Background: an optimization exercise with open tools, aiming at a short achievable clock period. Do not read the settings as production practice. Where RTL was checked, it was by simulation tests only, not by an equivalence proof against the original. No functional check of the RTL was part of run 1. No activity file was given, so power comes from the tool's default toggle rates.

**flow/run.sh**
```bash
#!/bin/bash
# synth_recipe.tcl (not shown) runs the flow's synth.tcl, then flattens the netlist and writes it again
# the make line also repeats each setting of config.mk as NAME=value (left out here)
make -C /OpenROAD-flow-scripts/flow DESIGN_CONFIG=/design/flow/config.mk WORK_HOME=/design/flow/orfs CLKGATE_MAP_FILE= SYNTH_SCRIPT=/design/flow/synth_recipe.tcl finish
```
**flow/config.mk**
```make
export PLATFORM = sky130hd
export DESIGN_NAME = tofpet_readout
export DESIGN_NICKNAME = tofpet_readout
export VERILOG_FILES = /design/flow/design.v
export SDC_FILE = /design/flow/constraint.sdc
export NUM_CORES = 4
export LEC_CHECK = 0
export CAP_MARGIN = 20
export CORE_MARGIN = 2
export CORE_UTILIZATION = 40
export SETUP_SLACK_MARGIN = 2.5
export SLEW_MARGIN = 20
export TNS_END_PERCENT = 100
```
**flow/constraint.sdc**
```tcl
create_clock -name core_clock -period 4.0 [get_ports {clkin_parallel}]
set_input_delay 0.8000 -clock core_clock [delete_from_list [all_inputs] [get_ports {clkin_parallel}]]
set_output_delay 0.8000 -clock core_clock [all_outputs]
set_load 0.01 [all_outputs]
```
**flow/design.v**
```verilog
`timescale 1ns/1ns
`default_nettype none
package tofpet_pkg;
	typedef enum logic [1:0] {
		OP_READ   = 2'd0,	 
		OP_STATUS = 2'd1	 
	} opcode_e;		 
	typedef struct packed {
		opcode_e    opcode;	 
		logic [2:0] channel;	 
		logic [3:0] count;	 
	} cmd_t;
	typedef struct packed {
		logic [32-1:0] data;	 
	} hit_t;
	typedef enum logic [1:0] {
		KIND_DATA   = 2'd0,	 
		KIND_STATUS = 2'd1,	 
		KIND_ERROR  = 2'd2	 
	} kind_e;
	typedef struct packed {
		logic                      last;	 
		kind_e                     kind;	 
		logic [2:0]                channel;	 
		logic [32-1:0] data;	 
	} result_t;
	typedef struct packed {
		logic [6-1:0] empty;	 
		logic [6-1:0] full;	 
		logic [6-1:0] overflow;	 
	} chan_flags_t;
endpackage
`default_nettype wire
`timescale 1ns/1ns
`default_nettype none
module tofpet_readout (
	input  logic                         clkin_parallel,
	input  logic                         cpu_resetn,
	input  logic [6-1:0]  hit_valid,
	input  logic [6*32-1:0] hit_data,	 
	input  logic                         cmd_valid,
	input  logic [8:0]                   cmd,		 
	output logic                         cmd_credit,
	output logic                         res_valid,
	output logic [32+5:0]    res,		 
	input  logic                         res_credit
);
	localparam int CH = 6;
	localparam int W  = 32;
	localparam int HD = 8;
	localparam int CD = 4;
	localparam int RD = 4;
	localparam int RW = W + 6;
	localparam int CW = 3 + CH + HD + 2;	 
	logic              acc;			 
	logic              acc_n;		 
	logic              rv_n;		 
	logic [CH-1:0]     pop_q;		 
	logic [RW-1:0]     res_q;		 
	logic              busy;		 
	logic              st_single;	 
	logic [CH-1:0]     rd_oh;		 
	logic [HD-1:0]     rem;			 
	logic [2:0]        chan_q;		 
	logic [1:0]        kind_q;		 
	logic              status_q;	 
	logic              err_q;		 
	logic              rpush;		 
	logic              rpop;		 
	logic [RD-1:0]     rth;			 
	logic [RD-1:0]     rth_nx;
	logic [RW-1:0]     word;		 
	logic [CH-1:0]         h_empty;
	logic [CH-1:0]         h_full;
	logic [CH-1:0]         ovf;
	logic [CH-1:0][HD-1:0] h_th;
	logic [CH-1:0][W-1:0]  h_head;
	logic [CH-1:0]         h_pop;
	logic                  clr_ovf;
	logic [CH*HD*W-1:0]    hmem;	 
	assign clr_ovf = rpush & status_q;
	for (genvar i = 0; i < CH; i++)
	begin : g_ch
		logic [HD-1:0]        th;	 
		logic [W-1:0]         din;
		logic                 push;
		logic                 pop;
		assign din  = hit_data[i*W +: W];
		assign push = hit_valid[i] & ~th[HD-1];
		assign pop  = h_pop[i];
		for (genvar k = 0; k < HD; k++)
		begin : g_e
			logic at;		 
			logic top;		 
			if (k == 0) begin : g_lo
				assign at = ~th[0];
			end else begin : g_mid
				assign at = th[k-1] & ~th[k];
			end
			if (k == HD-1) begin : g_last
				assign top = th[k];
				always_ff @(posedge clkin_parallel)
					if (pop ? top : at)
						hmem[(i*HD+k)*W +: W] <= din;
			end else begin : g_body
				assign top = th[k] & ~th[k+1];
				always_ff @(posedge clkin_parallel)
					if (pop ? top : at)
						hmem[(i*HD+k)*W +: W] <= din;	 
					else if (pop)
						hmem[(i*HD+k)*W +: W] <= hmem[(i*HD+k+1)*W +: W];
			end
		end
		always_ff @(posedge clkin_parallel)
		begin
			if (!cpu_resetn)
			begin
				th     <= '0;
				ovf[i] <= 1'b0;
			end
			else
			begin
				if (push && !pop)
					th <= {th[HD-2:0], 1'b1};
				else if (pop && !push)
					th <= {1'b0, th[HD-1:1]};
				ovf[i] <= (ovf[i] & ~clr_ovf) | (hit_valid[i] & th[HD-1]);
			end
		end
		assign h_th[i]    = th;
		assign h_head[i]  = hmem[i*HD*W +: W];
		assign h_empty[i] = ~th[0];
		assign h_full[i]  = th[HD-1];
	end
	assign h_pop = pop_q;
	logic [1:0]    c_op;
	logic [2:0]    c_ch;
	logic [3:0]    c_cnt;
	logic          c_read_ok;
	logic [CW-1:0] cin;
	logic [CD*CW-1:0] ce;
	logic [CD-1:0] cth;
	logic          cpush;
	assign {c_op, c_ch, c_cnt} = cmd;
	assign c_read_ok = (c_op == 2'd0) && (c_ch < 3'(CH));
	always_comb
	begin
		cin = '0;
		cin[2:0] = c_ch;
		for (int i = 0; i < CH; i++)
			cin[3+i] = c_read_ok && (c_ch == 3'(i));
		for (int k = 0; k < HD; k++)
			cin[3+CH+k] = (c_cnt > 4'(k));
		cin[3+CH+HD]   = (c_op == 2'd1);					 
		cin[3+CH+HD+1] = c_op[1] || ((c_op == 2'd0) && !c_read_ok);	 
	end
	assign cpush = cmd_valid & ~cth[CD-1];
	for (genvar k = 0; k < CD; k++)
	begin : g_c
		logic at;
		logic top;
		if (k == 0) begin : g_lo
			assign at = ~cth[0];
		end else begin : g_mid
			assign at = cth[k-1] & ~cth[k];
		end
		if (k == CD-1) begin : g_last
			assign top = cth[k];
			always_ff @(posedge clkin_parallel)
				if (acc ? top : at)
					ce[k*CW +: CW] <= cin;
		end else begin : g_body
			assign top = cth[k] & ~cth[k+1];
			always_ff @(posedge clkin_parallel)
				if (acc ? top : at)
					ce[k*CW +: CW] <= cin;
				else if (acc)
					ce[k*CW +: CW] <= ce[(k+1)*CW +: CW];
		end
	end
	logic [2:0]    h_ch;
	logic [CH-1:0] h_oh;
	logic [HD-1:0] h_cth;
	logic          h_status;
	logic          h_err;
	assign {h_err, h_status, h_cth, h_oh, h_ch} = ce[CW-1:0];
	logic [HD-1:0] sel_th;		 
	logic [CH-1:0] go_oh;		 
	logic          done;		 
	logic          busy_nx;
	logic          cne_nx;		 
	always_comb
	begin
		sel_th = '0;
		for (int i = 0; i < CH; i++)
			sel_th = sel_th | (h_th[i] & {HD{h_oh[i]}});
		for (int i = 0; i < CH; i++)
			go_oh[i] = h_oh[i] & h_cth[0] & h_th[i][0];
	end
	assign rpush   = busy & ~rth[RD-1];
	assign done    = rpush & (st_single | ~rem[1]);
	assign busy_nx = acc | (busy & ~done);
	assign cne_nx  = cpush | cth[1] | (cth[0] & ~acc);
	logic          st_single_nx;
	logic [CH-1:0] rd_oh_nx;
	logic          acc_nx;
	always_comb
	begin
		st_single_nx = st_single;
		rd_oh_nx     = rd_oh;
		if (acc)
		begin
			st_single_nx = ~|go_oh;
			rd_oh_nx     = go_oh;
		end
		else if (done)
		begin
			st_single_nx = 1'b0;
			rd_oh_nx     = '0;
		end
	end
	assign acc_nx = ~busy_nx & cne_nx;
	assign acc    = ~acc_n;
	always_ff @(posedge clkin_parallel)
	begin
		if (!cpu_resetn)
		begin
			acc_n      <= 1'b1;
			cmd_credit <= 1'b0;
			busy       <= 1'b0;
			st_single  <= 1'b0;
			rd_oh      <= '0;
			pop_q      <= '0;
			cth        <= '0;
		end
		else
		begin
			acc_n      <= ~acc_nx;
			cmd_credit <= acc_nx;
			busy       <= busy_nx;
			st_single  <= st_single_nx;
			rd_oh      <= rd_oh_nx;
			pop_q      <= rd_oh_nx & {CH{~rth_nx[RD-1]}};	 
			if (cpush && !acc)
				cth <= {cth[CD-2:0], 1'b1};
			else if (acc && !cpush)
				cth <= {1'b0, cth[CD-1:1]};
		end
	end
	always_ff @(posedge clkin_parallel)
	begin
		if (acc)
		begin
			rem      <= h_cth & sel_th;		 
			chan_q   <= h_ch;
			kind_q   <= {h_err, h_status};
			status_q <= h_status;
			err_q    <= h_err;
		end
		else if (rpush)
			rem <= {1'b0, rem[HD-1:1]};
	end
	logic [W-1:0] wdata;
	always_comb
	begin
		wdata = '0;
		for (int i = 0; i < CH; i++)
			wdata = wdata | (h_head[i] & {W{rd_oh[i]}});
		wdata = wdata | (32'hbad0c0de & {W{err_q}});
		wdata[3*CH-1:0] = wdata[3*CH-1:0] | ({h_empty, h_full, ovf} & {(3*CH){status_q}});
	end
	assign word = {st_single | ~rem[1], kind_q, chan_q, wdata};
	logic [RD*RW-1:0]      re;
	logic [2:0]            credits;
	logic [2:0]            cr_dec;	 
	logic                  rv_nx;
	assign rpop = ~rv_n;
	for (genvar k = 0; k < RD; k++)
	begin : g_r
		logic at;
		logic top;
		if (k == 0) begin : g_lo
			assign at = ~rth[0];
		end else begin : g_mid
			assign at = rth[k-1] & ~rth[k];
		end
		if (k == RD-1) begin : g_last
			assign top = rth[k];
			always_ff @(posedge clkin_parallel)
				if (rpop ? top : at)
					re[k*RW +: RW] <= word;
		end else begin : g_body
			assign top = rth[k] & ~rth[k+1];
			always_ff @(posedge clkin_parallel)
				if (rpop ? top : at)
					re[k*RW +: RW] <= word;
				else if (rpop)
					re[k*RW +: RW] <= re[(k+1)*RW +: RW];
		end
	end
	always_comb
	begin
		if (rpush && !rpop)
			rth_nx = {rth[RD-2:0], 1'b1};
		else if (rpop && !rpush)
			rth_nx = {1'b0, rth[RD-1:1]};
		else
			rth_nx = rth;
	end
	assign cr_dec = credits - {2'b0, rpop};
	assign rv_nx  = rth_nx[0] & (res_credit ? (cr_dec != 3'd7) : (cr_dec != 3'd0));
	always_ff @(posedge clkin_parallel)
		if (rpop)
			res_q <= rth[1] ? re[RW +: RW] : word;
		else
			res_q <= rth[0] ? re[RW-1:0] : word;
	always_ff @(posedge clkin_parallel)
	begin
		if (!cpu_resetn)
		begin
			rth       <= '0;
			credits   <= 3'(RD);
			res_valid <= 1'b0;
			rv_n      <= 1'b1;
		end
		else
		begin
			rth       <= rth_nx;
			credits   <= cr_dec + {2'b0, res_credit};
			res_valid <= rv_nx;
			rv_n      <= ~rv_nx;
		end
	end
	assign res = res_q;
endmodule
`default_nettype wire
```
==> flow_metrics.py, run 1 <==
metrics = {
    "global_routing": {
        "grt_max_degree": 39,
        "grt_pass1_vias": 46820,
        "grtUsageTotal": 0.2337,
        "overflow": 0,
        "grt_pass1_wl_um": 340800,
        "antenna_found_initial": 16,
    },
    "layout": {
        "fin_util": 0.5798,
        "syn_to_final_growth_pct": 44.48,
        "layout-drive-gt1-share": 0.5662,
        "final_cell_mix": "edfxtp_1, mux2_4, buf_6",
        "instances_no_fill": 8550,
        "nNetsFinal": 5953,
        "fin_area_sq_um": 114100,
        "mostFrequentLayoutCell": "edfxtp_1",
    },
    "detailed_routing": {
        "routed_wirelength_um": 257200,
        "ant_nets": 0,
        "route.detailed.drc": 0,
        "drt-initial-drc-count": 5322,
        "wl_per_cell_um": 30.09,
        "routed-via-count": 48050,
        "drt-vias-per-instance": 5.620,
        "drt_pre_antenna_iters": 9,
    },
    "timing": {
        "rsz0062_at_grt": "true",
        "fin_hold_ws_ns": 0.4232,
        "worst_pin_slew_ns": 0.8380,
        "fin_tns_setup_ns": 0,
        "finalHoldViolCount": 0,
        "setup_viol_count_final": 0,
        "fin_crit_sh": 0.5750,
        "slew_violations": 0,
        "max_freq_mhz": 434.8,
        "layout_min_cycle_time_ns": 2.300,
        "setup_slack_ns": 1.700,
        "skew_ns": 0.04437,
        "slew_headroom": 0.4413,
    },
    "logic_synthesis": {
        "synth_fa_ha_area_frac": 0.002059,
        "syn_area_sq_um": 78980,
        "synth.area.mux_share": 0.2225,
        "ys_ff_latch": 1897,
        "synth_compound_area_frac": 0.02763,
        "synth_xor_area_frac": 0.0002218,
        "synth_top_family_by_area": "multiplexers",
        "synth_edf_count": 1776,
        "yosysSeqAreaShare": 0.7059,
        "synth_area_per_cell_sq_um": 17.59,
        "syn_inst": 4491,
        "synth-main-ff-cell": "edfxtp_1",
        "synth_cell_types": 51,
        "async_flop_share": 0,
        "yosys_warnings": 1,
        "synthSimpleGateAreaFrac": 0.02465,
        "synth_fp_nets": 4715,
    },
    "placed_design": {
        "post-place-ws_ns": 1.216,
        "hpwl_um": 127700,
        "post-place-cells": 7218,
        "portBuffers": 250,
        "place_congestion": 0.8772,
        "place_area_sq_um": 87950,
    },
    "die": {
        "start_util": 0.4013,
        "io_pins": 251,
        "core_area_sq_um": 196800,
        "die_w_um": 448.4,
        "rows": 163,
        "die_area_sq_um": 201000,
        "die_h_um": 448.4,
    },
    "cts": {
        "tritoncts": "yes",
        "cts_buffers": 202,
        "htreeDepth": 4,
        "root_buffer": "clkbuf_16",
        "clk_latency_ns": 0.85,
        "cts_buffer_depth": 3,
        "cts.clk_slew.worst_paths_ns": 0.07,
        "clkSinkCount": 1897,
    },
    "power_and_ir_drop": {
        "netSwitchingFraction": 0.2378,
        "power_frac_comb": 0.105,
        "p_seq_frac": 0.498,
        "power_frac_clock": 0.397,
        "leakagePower_nw": 46.00,
        "p_int_mw": 35.49,
        "ir_drop_mv": 0.4983,
        "p_sw_mw": 11.07,
        "power_mw": 46.56,
        "power_per_cell_area_nw_per_um2": 408.0,
    },
    "min_path": {
        "hold_path.startpoint": "ce[0]",
        "hp-class": "register to register",
        "holdPathEnd": "chan_q[0]",
        "holdPathStages": 0,
    },
    "setup_path": {
        "r2r-start": "rd_oh[3]",
        "regToRegSetupSlack_ns": 1.70,
        "cp_max_fo": 5,
        "crit_arrival_ns": 2.90,
        "r2r-end": "re[58]",
        "path_class": "register to register",
        "cp-end-kind": "register",
        "worstPathRequired_ns": 4.60,
        "rr_worst_depth": 6,
        "cp-start-kind": "register",
    },
    "status": {
        "status": "no timing/DRC/antenna violations",
    },
    "flow_run": {
        "maxCapViolCount": 0,
    },
}
==> worst max path at each step <==
| stage | start | endpoint | slack (ns) |
|---|---|---|---|
| after floorplan | hit_valid[1] | g_ch[1].th[7] | 2.22 |
| after global placement | hit_valid[3] | g_ch[3].th[6] | 1.24 |
| after detailed placement | hit_valid[3] | g_ch[3].th[1] | 1.22 |
| after CTS | res_q[6] | res[6] | 1.78 |
| after global routing | res_q[8] | res[8] | 1.80 |
| final | rd_oh[3] | re[58] | 1.70 |
==> flip-flops by register name (all words and copies together), names as in the netlist, 6 cells and up <==
register	cells
hmem	1536
ovf	6
re	152
pop_q	6
rem	7
res_q	38
rd_oh	6
ce	76
g_ch.th	48
==> critical path: stages (launching register included) <==
cell      delay, ns
dfxtp_4        0.37
buf_12         0.14
buf_6          0.12
a222oi_1       0.71
nand3_1        0.25
buf_6          0.20
mux2_4         0.26
==> cell usage after synthesis, types with 2 or more instances <==
cell | n | share of area
edfxtp_1 | 1776 | 0.68
mux2_2 | 1215 | 0.17
mux2_1 | 278 | 0.040
nor2_1 | 168 | 0.0080
a22oi_1 | 124 | 0.012
dfxtp_1 | 121 | 0.031
nand2_1 | 113 | 0.0054
buf_2 | 107 | 0.0068
a21oi_1 | 105 | 0.0067
clkbuf_1 | 73 | 0.0035
mux2i_1 | 59 | 0.0075
buf_4 | 52 | 0.0049
nor2b_1 | 39 | 0.0031
nand3_1 | 33 | 0.0021
inv_1 | 29 | 0.0014
nand2b_1 | 24 | 0.0019
or2_2 | 22 | 0.0017
a222oi_1 | 19 | 0.0024
o21ai_0 | 18 | 0.0011
ha_1 | 13 | 0.0021
a211oi_1 | 12 | 0.0011
a21oi_2 | 11 | 0.0012
nand4_1 | 10 | 0.00079
mux2i_2 | 9 | 0.0016
a21o_1 | 6 | 0.00057
a32oi_1 | 6 | 0.00067
nor3_1 | 6 | 0.00038
a22o_1 | 5 | 0.00055
inv_2 | 5 | 0.00024
and2_1 | 4 | 0.00032
a31oi_1 | 3 | 0.00024
a31oi_2 | 3 | 0.00048
and3_1 | 2 | 0.00016
and3b_1 | 2 | 0.00022
mux2i_4 | 2 | 0.00057
o22ai_2 | 2 | 0.00032
==> repair_timing <==
item / in CTS / in global routing
endpoints found under the setup margin: 3432 / 2542
resized for setup: 1622 / 755
gates cloned: 170 / 64
hold buffers: 0 / 0
pin swaps: 146 / 145
setup buffers: 506 / 207
==> routing by layer <==
layer | GRT usage | share of wire | wire [um]
met5 | 0 | 0.00041 | 105
met4 | 0.09561 | 0.053 | 13570
met3 | 0.04611 | 0.076 | 19430
met2 | 0.3768 | 0.47 | 120200
met1 | 0.3096 | 0.40 | 103900
==> logic make-up (layout without fill, tap and decap cells) <==
| family | count (synthesis) | in the layout |
|---|---|---|
| adders and majority gates | 13 | 13 |
| AOI/OAI and AO/OA | 318 | 326 |
| other | 0 | 7 |
| and+or+nand+nor | 429 | 486 |
| buffers and inverters | 269 | 1599 |
| xor gates and xnor gates | 2 | 2 |
| DFF | 1897 | 1897 |
| muxes | 1563 | 1580 |
==> power groups by stage <==
stage               combinational [mW]  sequential, mW  clock (mW)
global placement                  2.87            23.6           0
CTS                               4.30            23.2        18.7
detailed placement                2.90            23.6           0
floorplan                         1.90            23.2           0
finish                            4.88            23.2        18.5
global route                      5.05            23.2        19.5
==> cell type report <==
cell class	count	area [sq um]
fillers	14080	82700
flip-flops and latches	1897	56110
multi-input cells	2407	31400
repair buffers	1184	16520
clock buffers	269	5580
well taps	2640	3303
clock inverters	109	933.4
inverters	35	232.7
repair inverters	2	17.52
diodes	7	17.52
==> inputs of run 2 (changes only) <==
--- a/flow/design.v
+++ b/flow/design.v
@@ -53,10 +53,6 @@
 	localparam int RW = W + 6;
 	localparam int CW = 3 + CH + HD + 2;	 
 	logic              acc;			 
-	logic              acc_n;		 
-	logic              rv_n;		 
-	logic [CH-1:0]     pop_q;		 
-	logic [RW-1:0]     res_q;		 
 	logic              busy;		 
 	logic              st_single;	 
 	logic [CH-1:0]     rd_oh;		 
@@ -68,7 +64,6 @@
 	logic              rpush;		 
 	logic              rpop;		 
 	logic [RD-1:0]     rth;			 
-	logic [RD-1:0]     rth_nx;
 	logic [RW-1:0]     word;		 
 	logic [CH-1:0]         h_empty;
 	logic [CH-1:0]         h_full;
@@ -132,7 +127,7 @@
 		assign h_empty[i] = ~th[0];
 		assign h_full[i]  = th[HD-1];
 	end
-	assign h_pop = pop_q;
+	assign h_pop = rd_oh & {CH{~rth[RD-1]}};
 	logic [1:0]    c_op;
 	logic [2:0]    c_ch;
 	logic [3:0]    c_cnt;
@@ -201,46 +196,30 @@
 	assign done    = rpush & (st_single | ~rem[1]);
 	assign busy_nx = acc | (busy & ~done);
 	assign cne_nx  = cpush | cth[1] | (cth[0] & ~acc);
-	logic          st_single_nx;
-	logic [CH-1:0] rd_oh_nx;
-	logic          acc_nx;
-	always_comb
-	begin
-		st_single_nx = st_single;
-		rd_oh_nx     = rd_oh;
-		if (acc)
-		begin
-			st_single_nx = ~|go_oh;
-			rd_oh_nx     = go_oh;
-		end
-		else if (done)
-		begin
-			st_single_nx = 1'b0;
-			rd_oh_nx     = '0;
-		end
-	end
-	assign acc_nx = ~busy_nx & cne_nx;
-	assign acc    = ~acc_n;
 	always_ff @(posedge clkin_parallel)
 	begin
 		if (!cpu_resetn)
 		begin
-			acc_n      <= 1'b1;
-			cmd_credit <= 1'b0;
-			busy       <= 1'b0;
-			st_single  <= 1'b0;
-			rd_oh      <= '0;
-			pop_q      <= '0;
-			cth        <= '0;
+			acc       <= 1'b0;
+			busy      <= 1'b0;
+			st_single <= 1'b0;
+			rd_oh     <= '0;
+			cth       <= '0;
 		end
 		else
 		begin
-			acc_n      <= ~acc_nx;
-			cmd_credit <= acc_nx;
-			busy       <= busy_nx;
-			st_single  <= st_single_nx;
-			rd_oh      <= rd_oh_nx;
-			pop_q      <= rd_oh_nx & {CH{~rth_nx[RD-1]}};	 
+			acc  <= ~busy_nx & cne_nx;
+			busy <= busy_nx;
+			if (acc)
+			begin
+				st_single <= ~|go_oh;
+				rd_oh     <= go_oh;
+			end
+			else if (done)
+			begin
+				st_single <= 1'b0;
+				rd_oh     <= '0;
+			end
 			if (cpush && !acc)
 				cth <= {cth[CD-2:0], 1'b1};
 			else if (acc && !cpush)
@@ -272,9 +251,9 @@
 	assign word = {st_single | ~rem[1], kind_q, chan_q, wdata};
 	logic [RD*RW-1:0]      re;
 	logic [2:0]            credits;
+	logic [RD-1:0]         rth_nx;
 	logic [2:0]            cr_dec;	 
-	logic                  rv_nx;
-	assign rpop = ~rv_n;
+	assign rpop = res_valid;
 	for (genvar k = 0; k < RD; k++)
 	begin : g_r
 		logic at;
@@ -308,12 +287,6 @@
 			rth_nx = rth;
 	end
 	assign cr_dec = credits - {2'b0, rpop};
-	assign rv_nx  = rth_nx[0] & (res_credit ? (cr_dec != 3'd7) : (cr_dec != 3'd0));
-	always_ff @(posedge clkin_parallel)
-		if (rpop)
-			res_q <= rth[1] ? re[RW +: RW] : word;
-		else
-			res_q <= rth[0] ? re[RW-1:0] : word;
 	always_ff @(posedge clkin_parallel)
 	begin
 		if (!cpu_resetn)
@@ -321,16 +294,15 @@
 			rth       <= '0;
 			credits   <= 3'(RD);
 			res_valid <= 1'b0;
-			rv_n      <= 1'b1;
 		end
 		else
 		begin
 			rth       <= rth_nx;
 			credits   <= cr_dec + {2'b0, res_credit};
-			res_valid <= rv_nx;
-			rv_n      <= ~rv_nx;
+			res_valid <= rth_nx[0] & (res_credit ? (cr_dec != 3'd7) : (cr_dec != 3'd0));
 		end
 	end
-	assign res = res_q;
+	assign res        = re[RW-1:0];
+	assign cmd_credit = acc;
 endmodule
 `default_nettype wire
--- a/flow/config.mk
+++ b/flow/config.mk
@@ -8,6 +8,4 @@
 export CAP_MARGIN = 20
 export CORE_MARGIN = 2
 export CORE_UTILIZATION = 40
-export SETUP_SLACK_MARGIN = 2.5
 export SLEW_MARGIN = 20
-export TNS_END_PERCENT = 100
==> run 2 against run 1 <==
Clock skew up 0.029 ns. Flip-flop and latch count down 46. Highest routed layer unchanged. Global-route usage down 4.4 points.
==> flow_metrics.py, run 2 <==
metrics = {
    "cts": {
        "root_buffer": "clkbuf_16",
        "clkSinkCount": 1851,
        "cts_buffers": 197,
        "tritoncts": "yes",
        "clk_latency_ns": 0.85,
        "htreeDepth": 4,
        "ctsResizeCount": 0,
        "cts.clk_slew.worst_paths_ns": 0.06,
        "cts_hold_buf": 0,
        "cts_setup_buffers": 0,
        "cts_buffer_depth": 3,
    },
    "power_and_ir_drop": {
        "p_int_mw": 36.77,
        "power_frac_comb": 0.122,
        "power_per_cell_area_nw_per_um2": 537.4,
        "p_sw_mw": 11.97,
        "netSwitchingFraction": 0.2456,
        "p_seq_frac": 0.509,
        "leakagePower_nw": 30.14,
        "power_mw": 48.75,
        "power_frac_clock": 0.369,
        "ir_drop_mv": 0.4377,
    },
    "detailed_routing": {
        "wl_per_cell_um": 26.05,
        "drt-vias-per-instance": 5.428,
        "drt_pre_antenna_iters": 9,
        "ant_nets": 0,
        "routed_wirelength_um": 190900,
        "drt-initial-drc-count": 3492,
        "routed-via-count": 39760,
        "route.detailed.drc": 0,
    },
    "timing": {
        "setup_slack_ns": 0.7263,
        "slew_headroom": 0.1600,
        "finalHoldViolCount": 0,
        "setup_viol_count_final": 0,
        "layout_min_cycle_time_ns": 3.274,
        "rsz0062_at_grt": "false",
        "fin_crit_sh": 0.8184,
        "worst_pin_slew_ns": 1.260,
        "skew_ns": 0.07291,
        "fin_tns_setup_ns": 0,
        "slew_violations": 0,
        "max_freq_mhz": 305.5,
    },
    "layout": {
        "layout-drive-gt1-share": 0.3983,
        "fin_util": 0.4662,
        "instances_no_fill": 7326,
        "fillers": 16460,
        "largest_reg_flops": 1536,
        "nNetsFinal": 4839,
        "regMostFlops": "hmem",
        "final_cell_mix": "edfxtp_1, mux2_2, clkdlybuf4s50_1",
        "biggestRegsByFlops": "hmem: 1536 flops, re: 152 flops, ce: 76 flops",
        "mostFrequentLayoutCell": "edfxtp_1",
        "syn_to_final_growth_pct": 16.01,
    },
    "logic_synthesis": {
        "yosys_warnings": 1,
        "synth_top_area_cell": "edfxtp_1",
        "ys_top_cells_by_area": "edfxtp_1, mux2_2, dfxtp_1, mux2_1, buf_4",
        "synth.most_common_cell": "edfxtp_1",
        "ys_ff_latch": 1851,
        "async_flop_share": 0,
        "syn_area_sq_um": 78200,
        "synth_fp_nets": 4529,
        "synth-main-ff-cell": "edfxtp_1",
        "synth_top_cell_area_share": 0.6820,
        "yosysSeqAreaShare": 0.7012,
        "synth_area_per_cell_sq_um": 18.16,
        "synth_edf_count": 1776,
        "synthTopCellsByCount": "edfxtp_1, mux2_2, mux2_1",
        "synth_cell_types": 58,
        "syn_inst": 4305,
    },
    "placed_design": {
        "portBuffers": 250,
        "place_congestion": 0.9175,
        "post-place-cells": 6954,
        "post-place-ws_ns": 0.8390,
        "hpwl_um": 124300,
    },
    "setup_path": {
        "regToRegSetupSlack_ns": 0.79,
        "path_class": "register to primary output",
        "worstPathRequired_ns": 3.20,
        "cp-start-kind": "register",
        "path_cells": "buf_4 -> clkdlybuf4s50_1",
        "crit_arrival_ns": 2.47,
        "rr_worst_depth": 5,
        "r2r-start": "rth[3]",
        "cp_max_fo": 14,
        "slowest_delay_ns": 0.70,
        "r2r-end": "hmem[1359]",
        "cp-end-kind": "primary output",
        "cp_slowest_cell": "clkdlybuf4s50_1",
    },
    "global_routing": {
        "antenna_found_initial": 20,
        "grtUsageTotal": 0.1902,
        "grt_pass1_vias": 39950,
        "overflow": 0,
        "grt_pass1_wl_um": 279700,
        "grt_max_degree": 39,
    },
    "min_path": {
        "holdPathStages": 0,
        "hp-class": "register to register",
        "hold_path.startpoint": "ce[17]",
        "holdPathEnd": "kind_q[0]",
    },
    "die": {
        "rows": 162,
        "start_util": 0.4019,
        "die_h_um": 446.1,
        "die_w_um": 446.1,
        "die_area_sq_um": 199000,
        "core_area_sq_um": 194600,
        "io_pins": 251,
    },
    "status": {
        "status": "no timing/DRC/antenna violations",
    },
    "flow_run": {
        "maxCapViolCount": 0,
    },
}
## run 2: changes by cell type after synthesis, sizes merged, moves of 37 or more
cell | previous run | this run
a211oi | 12 | 65
nor2b | 39 | 76
a22oi | 125 | 86
dfxtp | 121 | 75
a21oi | 116 | 38
nor2 | 168 | 19
buf | 161 | 206
nand2 | 113 | 50
## run 2: critical path: cells and delay by family (launching register included)
kind	cells	cell delay (ns)
flip-flops	1	0.60
buffers and inverters	2	1.04
## run 2: how the worst max path moves through the flow
stage	start	endpoint	depth (start not counted)
after detailed placement	rth[3]	hmem[1185]	5
final	acc	cmd_credit	2
after global routing	acc	cmd_credit	2
after floorplan	rth[3]	re[114]	3
after global placement	rth[3]	hmem[1186]	5
after CTS	acc	cmd_credit	2
## run 2: cell families (layout without fill, tap and decap cells)
| logic type | Yosys count | count (layout) | synth area share |
|---|---|---|---|
| adders and majority gates | 13 | 13 | 0.002080 |
| and+or+nand+nor | 270 | 270 | 0.01928 |
| other | 0 | 4 | 0 |
| AOI/OAI and AO/OA | 299 | 299 | 0.02739 |
| buffers and inverters | 310 | 785 | 0.02191 |
| DFF | 1851 | 1851 | 0.7012 |
| xor gates and xnor gates | 2 | 2 | 0.0002241 |
| muxes | 1560 | 1560 | 0.2279 |
## run 2: cell type report
class                           instances  area (sq um)  share of cell area
Clock buffer                          255          5240             0.05776
Tap cell                             2542          3181             0.03506
Inverter                               47         176.4            0.001945
Timing Repair Buffer                  374          3719             0.04099
Clock inverter                        109          1132             0.01248
Antenna cell                            4         10.01           0.0001103
Sequential cell                      1851         54830              0.6045
Multi-Input combinational cell       2144         22420              0.2472
## run 2: power groups by stage
| stage | Sequential [mW] | Combinational (mW) | Clock [mW] |
|---|---|---|---|
| 6_report | 24.8 | 5.95 | 18.0 |
| 5_1_grt | 24.9 | 6.36 | 19.1 |
| 4_1_cts | 24.8 | 6.01 | 18.4 |
| 3_5_place_dp | 25.2 | 5.97 | 0 |
| 3_3_place_gp | 25.2 | 5.81 | 0 |
| 2_1_floorplan | 24.5 | 4.04 | 0 |
## run 2: layer usage
metal	vias up	wire length, um	global-route usage
met5	-	10	0
li1	17730	-	-
met1	20600	83660	0.2599
met3	346	10600	0.03693
met4	2	8736	0.08771
met2	1090	87880	0.2933
## run 2: per-stage QoR
| step | hold slack, ns | cell area [sq um] |
|---|---|---|
| 5_1_grt | 0.4266 | 90710 |
| 4_1_cts | 0.4183 | 90590 |
| 2_1_floorplan | 0.4003 | 78200 |
| 3_5_place_dp | 0.4045 | 84210 |
| 6_report | 0.4187 | 90710 |
| 3_3_place_gp | 0.4016 | 83940 |

==> static timing again, ports no longer ideal <==
How much do the figures lean on ideal ports? The routed layouts below were timed once more, with nothing changed but the port constraints. Step 1: set_driving_cell puts a clkbuf_16 on clkin_parallel and a buf_2 on each other input, an assumption about the parent block. Step 2 times the ports against the registers' clock, not the clock port: input delays grow and output delays shrink by t, the midpoint of the rising clock arrivals with the driver on. a / b / c = ideal / step 1 / step 2; a / b = the first two.
| run | t, ns | slack for setup (ns) | hold WS [ns] | pins driven straight from the clock port |
|---|---|---|---|---|
| run 1 | 0.922 | 1.700 / 1.700 / 1.278 | 0.423 / 0.385 / 0.423 | 1 |
| run 2 | 0.908 | 0.726 / 0.634 / 0.792 | 0.419 / 0.419 / 0.419 | 1 |
After both steps setup and hold are still met in every run listed. For run 1, which loses most, drivers alone change the setup slack by 0.000 ns; drivers and shift together by -0.422 ns.
